This design comes from an exercise in tuning for small area, a short achievable clock period and few clock cycles per item on the open sky130 flow, not from production work.
In this exercise RTL edits were held to simulation tests only and were not proved equivalent to the original.
Power figures rest on the tool's default switching activity, not on a simulated workload.

## run 1
// hidden_mac_top
module hidden_mac_top (
	input  wire                 clk,
	input  wire                 reset,
	input  wire                 i_start,
	input  wire                 i_empty,      
	input  wire                 i_read_done,  
	input  logic [31:0]         i_din,
	input  logic [127:0]        i_weights,
	input  logic [3:0]          i_rd_addr,
	output logic                o_ready,
	output logic                o_next_in,    
	output logic                o_all_done,
	output logic [2:0]          o_state,
	output logic [127:0]        o_rd_data
);
	logic [15:0]  smp_one_n, smp_two_n, smp_neg_n;
	logic [127:0] smp_weights_n;
	logic [3:0]   nx;
	logic [7:0]   rd_u;
	logic         clr;
	logic [127:0] head;
	logic [127:0] tail;
	mac_ctrl u_ctrl (
		.clk         (clk),
		.reset       (reset),
		.i_start     (i_start),
		.i_empty     (i_empty),
		.i_read_done (i_read_done),
		.i_din       (i_din),
  ...
Size: roughly 13,000 cells after synthesis.
export LEC_CHECK = 0
export CAP_MARGIN = 20
export CORE_MARGIN = 2
export CORE_UTILIZATION = 60
export CTS_CLUSTER_DIAMETER = 150
export CTS_CLUSTER_SIZE = 18
export PLACE_DENSITY = 0.68
export SETUP_SLACK_MARGIN = 3.5
export SLEW_MARGIN = 20
create_clock -name core_clock -period 9.0 [get_ports {clk}]
standard.sh (not shown) runs the stock make flow with config.mk's settings and CLKGATE_MAP_FILE= SYNTH_SCRIPT=/design/flow/synth_recipe.tcl, a recipe that flattens the netlist after the stock synthesis.
==> flow/flow/run.sh <==
#!/bin/bash
# The standard layout (the standard.sh: ORFS from synthesis to the final
# layout) with these changes:
#  - synthesis uses flow/synth_noabc.tcl (see there), and keeps a few small
#    modules apart until after ABC (flow/synth_noabc.tcl flattens them
#    afterwards): the prefix nodes of the lanes' carry into bit 16, so each
#    maps to its own gate and the Kogge-Stone structure stays;
#  - every port still gets a buffer, but a sky130_fd_sc_hd__buf_4 instead of
#    the delay cell that buffer_ports picks by itself;
#  - timing repair may replace a cell by one of another footprint;
#  - sky130_fd_sc_hd__a222oi_1, which comes in one weak size only, is added to
#    the platform's don't-use list, so slow selection gates can be upsized.
# make's output goes to flow_make.log; ORFS writes each step's own log under
# orfs/logs/.
set -euo pipefail
here=$(pwd)
# the platform's don't-use list (platforms/sky130hd/config.mk) and a222oi_1
dont_use="sky130_fd_sc_hd__probe_p_8 sky130_fd_sc_hd__probec_p_8 sky130_fd_sc_hd__lpflow_bleeder_1 sky130_fd_sc_hd__lpflow_clkbufkapwr_1 sky130_fd_sc_hd__lpflow_clkbufkapwr_16 sky130_fd_sc_hd__lpflow_clkbufkapwr_2 sky130_fd_sc_hd__lpflow_clkbufkapwr_4 sky130_fd_sc_hd__lpflow_clkbufkapwr_8 sky130_fd_sc_hd__lpflow_clkinvkapwr_1 sky130_fd_sc_hd__lpflow_clkinvkapwr_16 sky130_fd_sc_hd__lpflow_clkinvkapwr_2 sky130_fd_sc_hd__lpflow_clkinvkapwr_4 sky130_fd_sc_hd__lpflow_clkinvkapwr_8 sky130_fd_sc_hd__lpflow_decapkapwr_12 sky130_fd_sc_hd__lpflow_decapkapwr_3 sky130_fd_sc_hd__lpflow_decapkapwr_4 sky130_fd_sc_hd__lpflow_decapkapwr_6 sky130_fd_sc_hd__lpflow_decapkapwr_8 sky130_fd_sc_hd__lpflow_inputiso0n_1 sky130_fd_sc_hd__lpflow_inputiso0p_1 sky130_fd_sc_hd__lpflow_inputiso1n_1 sky130_fd_sc_hd__lpflow_inputiso1p_1 sky130_fd_sc_hd__lpflow_inputisolatch_1 sky130_fd_sc_hd__lpflow_isobufsrc_1 sky130_fd_sc_hd__lpflow_isobufsrc_16 sky130_fd_sc_hd__lpflow_isobufsrc_2 sky130_fd_sc_hd__lpflow_isobufsrc_4 sky130_fd_sc_hd__lpflow_isobufsrc_8 sky130_fd_sc_hd__lpflow_isobufsrckapwr_16 sky130_fd_sc_hd__lpflow_lsbuf_lh_hl_isowell_tap_1 sky130_fd_sc_hd__lpflow_lsbuf_lh_hl_isowell_tap_2 sky130_fd_sc_hd__lpflow_lsbuf_lh_hl_isowell_tap_4 sky130_fd_sc_hd__lpflow_lsbuf_lh_isowell_4 sky130_fd_sc_hd__lpflow_lsbuf_lh_isowell_tap_1 sky130_fd_sc_hd__lpflow_lsbuf_lh_isowell_tap_2 sky130_fd_sc_hd__lpflow_lsbuf_lh_isowell_tap_4 sky130_fd_sc_hd__a222oi_1"
bash standard.sh \
  "SYNTH_SCRIPT=$here/flow/synth_noabc.tcl" \
  "SYNTH_KEEP_MODULES=mac_pgn mac_gn mac_pgp mac_gp" \
  MATCH_CELL_FOOTPRINT=0 \
  "DONT_USE_CELLS=$dont_use" \
  "BUFFER_PORTS_ARGS=-buffer_cell sky130_fd_sc_hd__buf_4" \
  finish > flow_make.log 2>&1
Other scripts of this flow, unchanged in this note and not shown: flow/flow/synth_noabc.tcl
Testbench counts of run 1, summed over its fixed seeds: cycles 2,869, samples 2,741.
Changes in run 2 relative to run 1:
- swapping 3.5 for 4.0 in SETUP_SLACK_MARGIN
==> comparison <==
Compared with run 1, placement density in the core of run 2 is lower. Total power draw (run 2 over run 1): decrease, 2.6%. Run 1 reports its highest-delay cell along the critical path as a221oi_1 while run 2 reports mux2_8. Going from run 1 to run 2, amount of wire on met3 after detailed routing grew slightly.
The inputs of run 3 differ from those of run 2 as listed below.
- a change of CTS_CLUSTER_DIAMETER from 150 to 160
- a change of SETUP_SLACK_MARGIN from 4.0 to 3.5
- a change of CTS_CLUSTER_SIZE from 18 to 20
--- a/flow/flow/run.sh
+++ b/flow/flow/run.sh
@@ -6,6 +6,7 @@
 #    afterwards): the prefix nodes of the lanes' carry into bit 16, so each
 #    maps to its own gate and the Kogge-Stone structure stays;
-#  - every port still gets a buffer, but a sky130_fd_sc_hd__buf_4 instead of
-#    the delay cell that buffer_ports picks by itself;
+#  - every port still gets a buffer, but a sky130_fd_sc_hd__buf_2 instead of
+#    the delay cell that buffer_ports picks by itself (timing repair upsizes
+#    the ones on critical paths);
 #  - timing repair may replace a cell by one of another footprint;
 #  - sky130_fd_sc_hd__a222oi_1, which comes in one weak size only, is added to
@@ -22,4 +23,4 @@
   MATCH_CELL_FOOTPRINT=0 \
   "DONT_USE_CELLS=$dont_use" \
-  "BUFFER_PORTS_ARGS=-buffer_cell sky130_fd_sc_hd__buf_4" \
+  "BUFFER_PORTS_ARGS=-buffer_cell sky130_fd_sc_hd__buf_2" \
   finish > flow_make.log 2>&1
## What came out
There was hardly any difference in hold-critical path depth between run 2 and run 3.
The average wire per standard cell in run 3 sits 1.4 um above the value recorded for run 2.
Summary of run 3 over run 2: fraction of layout instances using a drive strength above 1 increased 1.8 points, cell depth of the worst setup path fell by 1, half-perimeter wire length of the detailed placement result went up, reported net switching power now larger.
Run 2 → run 3: total cell area at the placement stage saw a decrease; combined global-route utilization of all metal layers +1.7 points; setup slack increased 63 ps; fmax has increased.
Re signed area change from the synthesized netlist to the final layout: run 3 is 1.3 points up on run 2.

[re-timing with driven ports]
The flow's constraints put no driver on any port. The routed layouts listed below were extracted and timed again, unchanged, in two steps.
Step 1 assumes that a clkbuf_16 drives the clock port and a buf_2 every other input.
Step 2 times the ports against the registers' clock, not the clock port: input delays grow and output delays shrink by t, the midpoint of the rising clock arrivals with the driver on.
Slacks: no drivers / after step 1 / after step 2; pairs: no drivers / after step 1.
run	t (ns)	setup WS [ns]	worst setup path at the end	slew at the worst register clock pin (ns)
run 1	0.983	3.180 / 3.019 / 3.019	input to output	0.10 / 0.10
run 2	0.977	3.156 / 3.106 / 3.106	input to output	0.10 / 0.10
run 3	0.978	3.219 / 3.050 / 3.050	input to output	0.10 / 0.10
After both steps every run listed still meets setup and hold. For run 3, which loses most, drivers alone change the setup slack by -0.169 ns; drivers and shift together by -0.169 ns.
